From an optimization exercise on the open Yosys and OpenROAD flow, aimed at small area; shortcuts taken in it are not production practice.
Function was checked by simulation only, so behaviour that the tests miss may differ from the original.
Power figures rest on the tool's default switching activity, not on a simulated workload.

==> module scc_rd32, before the edit <==
module scc_rd32 (input logic [31:0] s, input logic [31:0] d, output logic [2:0] p);
    logic [10:0] n;
    for (genvar k = 0; k < 10; k++) begin : g_aoi
        scc_c_aoi222 u_aoi (.a1(s[3*k]), .a2(d[3*k]), .b1(s[3*k+1]), .b2(d[3*k+1]),
                            .c1(s[3*k+2]), .c2(d[3*k+2]), .y(n[k]));
    end
    scc_c_aoi222 u_aoi_last (.a1(s[30]), .a2(d[30]), .b1(s[31]), .b2(d[31]),
                             .c1(s[31]), .c2(d[31]), .y(n[10]));
    scc_c_nand4 u_p0 (.a(n[0]), .b(n[1]), .c(n[2]), .d(n[3]), .y(p[0]));
    scc_c_nand4 u_p1 (.a(n[4]), .b(n[5]), .c(n[6]), .d(n[7]), .y(p[1]));
    scc_c_nand3 u_p2 (.a(n[8]), .b(n[9]), .c(n[10]), .y(p[2]));
endmodule
==> module scc_top, before the edit <==
module scc_top
(
    input  logic               i_emuclk,
    input  logic               i_rst_n,
    input  logic [17:0]        i_req,
    output logic [7:0]         o_db,
    output logic signed [10:0] o_sound
);
    logic       wr, rd;
    logic [7:0] addr, wdata;
    logic [7:0] wdata_r;
    assign wr    = i_req[17];
    assign rd    = i_req[16];
    assign addr  = i_req[15:8];
    assign wdata = i_req[7:0];
    assign wdata_r = wdata & {8{i_rst_n}};
    logic [31:0] asel;
    logic [2:0]  wv;
    logic [2:0]  rv;
    scc_dec32 u_adec (.a(addr[4:0]), .sel(asel));
    for (genvar v = 0; v < 3; v++) begin : g_win
        logic win;
        assign win   = (addr[7:5] == 3'(v));
        assign wv[v] = wr && win;
        assign rv[v] = rd && win && i_rst_n;
    end
    logic [2:0][11:0] freq_q;
    logic [2:0][3:0]  vol_q;
    logic [2:0]       load_q;
    logic [2:0]       en_q;
    for (genvar v = 0; v < 3; v++) begin : g_reg
        logic lo_wr, hi_wr, vol_wr;
        assign lo_wr  = wr && (addr == 8'(8'h80 + 2 * v));
        assign hi_wr  = wr && (addr == 8'(8'h81 + 2 * v));
        assign vol_wr = wr && (addr == 8'(8'h8A + v));
        always_ff @(posedge i_emuclk) begin
            if (!i_rst_n || lo_wr)  freq_q[v][7:0]  <= wdata_r;
            if (!i_rst_n || hi_wr)  freq_q[v][11:8] <= wdata_r[3:0];
            if (!i_rst_n || vol_wr) vol_q[v]        <= wdata_r[3:0];
        end
        always_ff @(posedge i_emuclk) load_q[v] <= i_rst_n && (lo_wr || hi_wr);
    end
    always_ff @(posedge i_emuclk) begin
        if (!i_rst_n || (wr && addr == 8'h8F)) en_q <= wdata_r[2:0];
    end
    logic [2:0][7:0] samp_q;
    logic [2:0][7:0][2:0] cpu_p;
    for (genvar v = 0; v < 3; v++) begin : g_voice
        logic [11:0] pcnt;
        logic [11:0] pcnt_d;
        logic [4:0]  ptr;
        logic [4:0]  ptr_d;
        logic        zero;
        logic [31:0] psel;
        logic [7:0]  mem [32];
        logic [7:0]  play;
        scc_cnt u_cnt (
            .i_rst_n  (i_rst_n),
            .i_load   (load_q[v]),
            .i_freq   (freq_q[v]),
            .i_pcnt   (pcnt),
            .i_ptr    (ptr),
            .o_pcnt_d (pcnt_d),
            .o_zero   (zero),
            .o_ptr_d  (ptr_d)
        );
        always_ff @(posedge i_emuclk) pcnt <= pcnt_d;
        always_ff @(posedge i_emuclk) begin
            if (!i_rst_n || zero) ptr <= ptr_d;
        end
        scc_dec32 u_pdec (.a(ptr), .sel(psel));
        logic [7:0] wdv;
        for (genvar b = 0; b < 8; b++) begin : g_wdv
            scc_c_and2 u_wdv (.a(wdata[b]), .b(wv[v]), .y(wdv[b]));
        end
        for (genvar i = 0; i < 32; i++) begin : g_byte
            logic we_n;
            logic [7:0] nxt;
            scc_c_nand2 u_wen (.a(asel[i]), .b(wv[v]), .y(we_n));
            for (genvar b = 0; b < 8; b++) begin : g_bit
                scc_c_ao22 u_hold (.a1(asel[i]), .a2(wdv[b]), .b1(we_n), .b2(mem[i][b]), .y(nxt[b]));
            end
            always_ff @(posedge i_emuclk) mem[i] <= nxt;
        end
        for (genvar b = 0; b < 8; b++) begin : g_col
            logic [31:0] col;
            logic [2:0]  pp;
            for (genvar i = 0; i < 32; i++) begin : g_c
                assign col[i] = mem[i][b];
            end
            scc_rd32 u_play (.s(psel), .d(col), .p(pp));
            scc_c_or3 u_or (.a(pp[0]), .b(pp[1]), .c(pp[2]), .y(play[b]));
            scc_rd32 u_cpu (.s(asel), .d(col), .p(cpu_p[v][b]));
        end
        always_ff @(posedge i_emuclk) samp_q[v] <= play;
    end
    logic [7:0] db_d;
    for (genvar b = 0; b < 8; b++) begin : g_db
        logic [2:0] n;
        for (genvar v = 0; v < 3; v++) begin : g_v
            scc_c_aoi222 u_g (.a1(rv[v]), .a2(cpu_p[v][b][0]), .b1(rv[v]), .b2(cpu_p[v][b][1]),
                              .c1(rv[v]), .c2(cpu_p[v][b][2]), .y(n[v]));
        end
        scc_c_nand3 u_o (.a(n[0]), .b(n[1]), .c(n[2]), .y(db_d[b]));
    end
    logic [7:0] db_q;
    always_ff @(posedge i_emuclk) db_q <= db_d;
    assign o_db = db_q;
    logic [9:0] mix_n;
    scc_mixer u_mix (
        .i_s     ({samp_q[2], samp_q[1], samp_q[0]}),
        .i_vol   ({vol_q[2], vol_q[1], vol_q[0]}),
        .i_en    (en_q),
        .o_mix_n (mix_n)
    );
    logic [9:0] snd_q;
    always_ff @(posedge i_emuclk) snd_q <= ~(mix_n | {10{!i_rst_n}});
    assign o_sound = {snd_q[9], snd_q};
endmodule
==> flow/config.mk <==
export PLATFORM = sky130hd
export DESIGN_NAME = scc_top
export DESIGN_NICKNAME = scc_top
export VERILOG_FILES = /design/flow/design.v
export SDC_FILE = /design/flow/constraint.sdc
export NUM_CORES = 4
export LEC_CHECK = 0
export CAP_MARGIN = 20
export CORE_MARGIN = 2
export CORE_UTILIZATION = 40
export SLEW_MARGIN = 20
export SYNTH_HIERARCHICAL = 1
==> flow/constraint.sdc <==
create_clock -name core_clock -period 7.0 [get_ports {i_emuclk}]
set_input_delay 1.4000 -clock core_clock [delete_from_list [all_inputs] [get_ports {i_emuclk}]]
set_output_delay 1.4000 -clock core_clock [all_outputs]
set_load 0.01 [all_outputs]
standard.sh (not shown) runs the stock make flow with config.mk's settings and CLKGATE_MAP_FILE= SYNTH_SCRIPT=/design/flow/synth_recipe.tcl, a recipe that flattens the netlist after the stock synthesis.
==> flow/flow/run.sh <==
#!/bin/bash
set -euo pipefail
export CTS_ARGS="-sink_clustering_enable -repair_clock_nets -dont_use_dummy_load -sink_buffer_max_cap_derate 1.0 -buf_list {sky130_fd_sc_hd__clkbuf_8 sky130_fd_sc_hd__clkbuf_16} -root_buf sky130_fd_sc_hd__clkbuf_16 -tree_buf sky130_fd_sc_hd__clkbuf_16 -sink_clustering_buffer sky130_fd_sc_hd__clkbuf_8 -sink_clustering_size 18 -sink_clustering_max_diameter 60"
export BUFFER_PORTS_ARGS="-buffer_cell sky130_fd_sc_hd__buf_1"
bash standard.sh > standard.log 2>&1
The baseline produced a clean layout.
Change:
--- a/flow/design.v
+++ b/flow/design.v
@@ -71,16 +71,16 @@
     end
 endmodule
 module scc_rd32 (input logic [31:0] s, input logic [31:0] d, output logic [2:0] p);
-    logic [10:0] n;
+    logic [11:0] n;
     for (genvar k = 0; k < 10; k++) begin : g_aoi
         scc_c_aoi222 u_aoi (.a1(s[3*k]), .a2(d[3*k]), .b1(s[3*k+1]), .b2(d[3*k+1]),
                             .c1(s[3*k+2]), .c2(d[3*k+2]), .y(n[k]));
     end
-    scc_c_aoi222 u_aoi_last (.a1(s[30]), .a2(d[30]), .b1(s[31]), .b2(d[31]),
-                             .c1(s[31]), .c2(d[31]), .y(n[10]));
+    scc_c_nand2 u_n30 (.a(s[30]), .b(d[30]), .y(n[10]));
+    scc_c_nand2 u_n31 (.a(s[31]), .b(d[31]), .y(n[11]));
     scc_c_nand4 u_p0 (.a(n[0]), .b(n[1]), .c(n[2]), .d(n[3]), .y(p[0]));
     scc_c_nand4 u_p1 (.a(n[4]), .b(n[5]), .c(n[6]), .d(n[7]), .y(p[1]));
-    scc_c_nand3 u_p2 (.a(n[8]), .b(n[9]), .c(n[10]), .y(p[2]));
+    scc_c_nand4 u_p2 (.a(n[8]), .b(n[9]), .c(n[10]), .d(n[11]), .y(p[2]));
 endmodule
 `timescale 1ns/1ns
 module scc_cnt
@@ -677,16 +677,13 @@
             if (!i_rst_n || zero) ptr <= ptr_d;
         end
         scc_dec32 u_pdec (.a(ptr), .sel(psel));
-        logic [7:0] wdv;
-        for (genvar b = 0; b < 8; b++) begin : g_wdv
-            scc_c_and2 u_wdv (.a(wdata[b]), .b(wv[v]), .y(wdv[b]));
-        end
         for (genvar i = 0; i < 32; i++) begin : g_byte
-            logic we_n;
+            logic we, we_n;
             logic [7:0] nxt;
             scc_c_nand2 u_wen (.a(asel[i]), .b(wv[v]), .y(we_n));
+            scc_c_inv   u_we  (.a(we_n), .y(we));
             for (genvar b = 0; b < 8; b++) begin : g_bit
-                scc_c_ao22 u_hold (.a1(asel[i]), .a2(wdv[b]), .b1(we_n), .b2(mem[i][b]), .y(nxt[b]));
+                scc_c_ao22 u_hold (.a1(we), .a2(wdata[b]), .b1(we_n), .b2(mem[i][b]), .y(nxt[b]));
             end
             always_ff @(posedge i_emuclk) mem[i] <= nxt;
         end
Worst hold slack is about the same.
Count of clock-buffer cells in the layout shrinks by 2.
Total power barely changes.
Die area grows by 0.40%.
Synthesized cell count grows by 3.8%.
Routed wire length grows by 1.2%.
Final area hardly moves.
Clock skew shrinks by 18 ps.
Cell count grows by about 2.2%.

[port drivers added, routing unchanged]
Ports are ideal in the flow. The routed layouts listed here were re-timed in OpenROAD. Step 1 assumes that a clkbuf_16 drives the clock port and a buf_2 every other input. Step 2, shift: input delay + t, output delay - t, t = (earliest + latest rising clock arrival at the registers) / 2. This alone moves slack from input paths to output paths. a / b / c = no drivers / after step 1 / after step 2; a / b = the first two.
| run | shift t [ns] | slack for setup (ns) | worst slew at a driven data input, ns |
|---|---|---|---|
| the first run | 0.689 | 1.216 / 1.216 / 1.216 | 0.11 |
| the second run | 0.679 | 1.152 / 1.152 / 1.152 | 0.11 |
After both steps setup and hold are still met in every run listed.
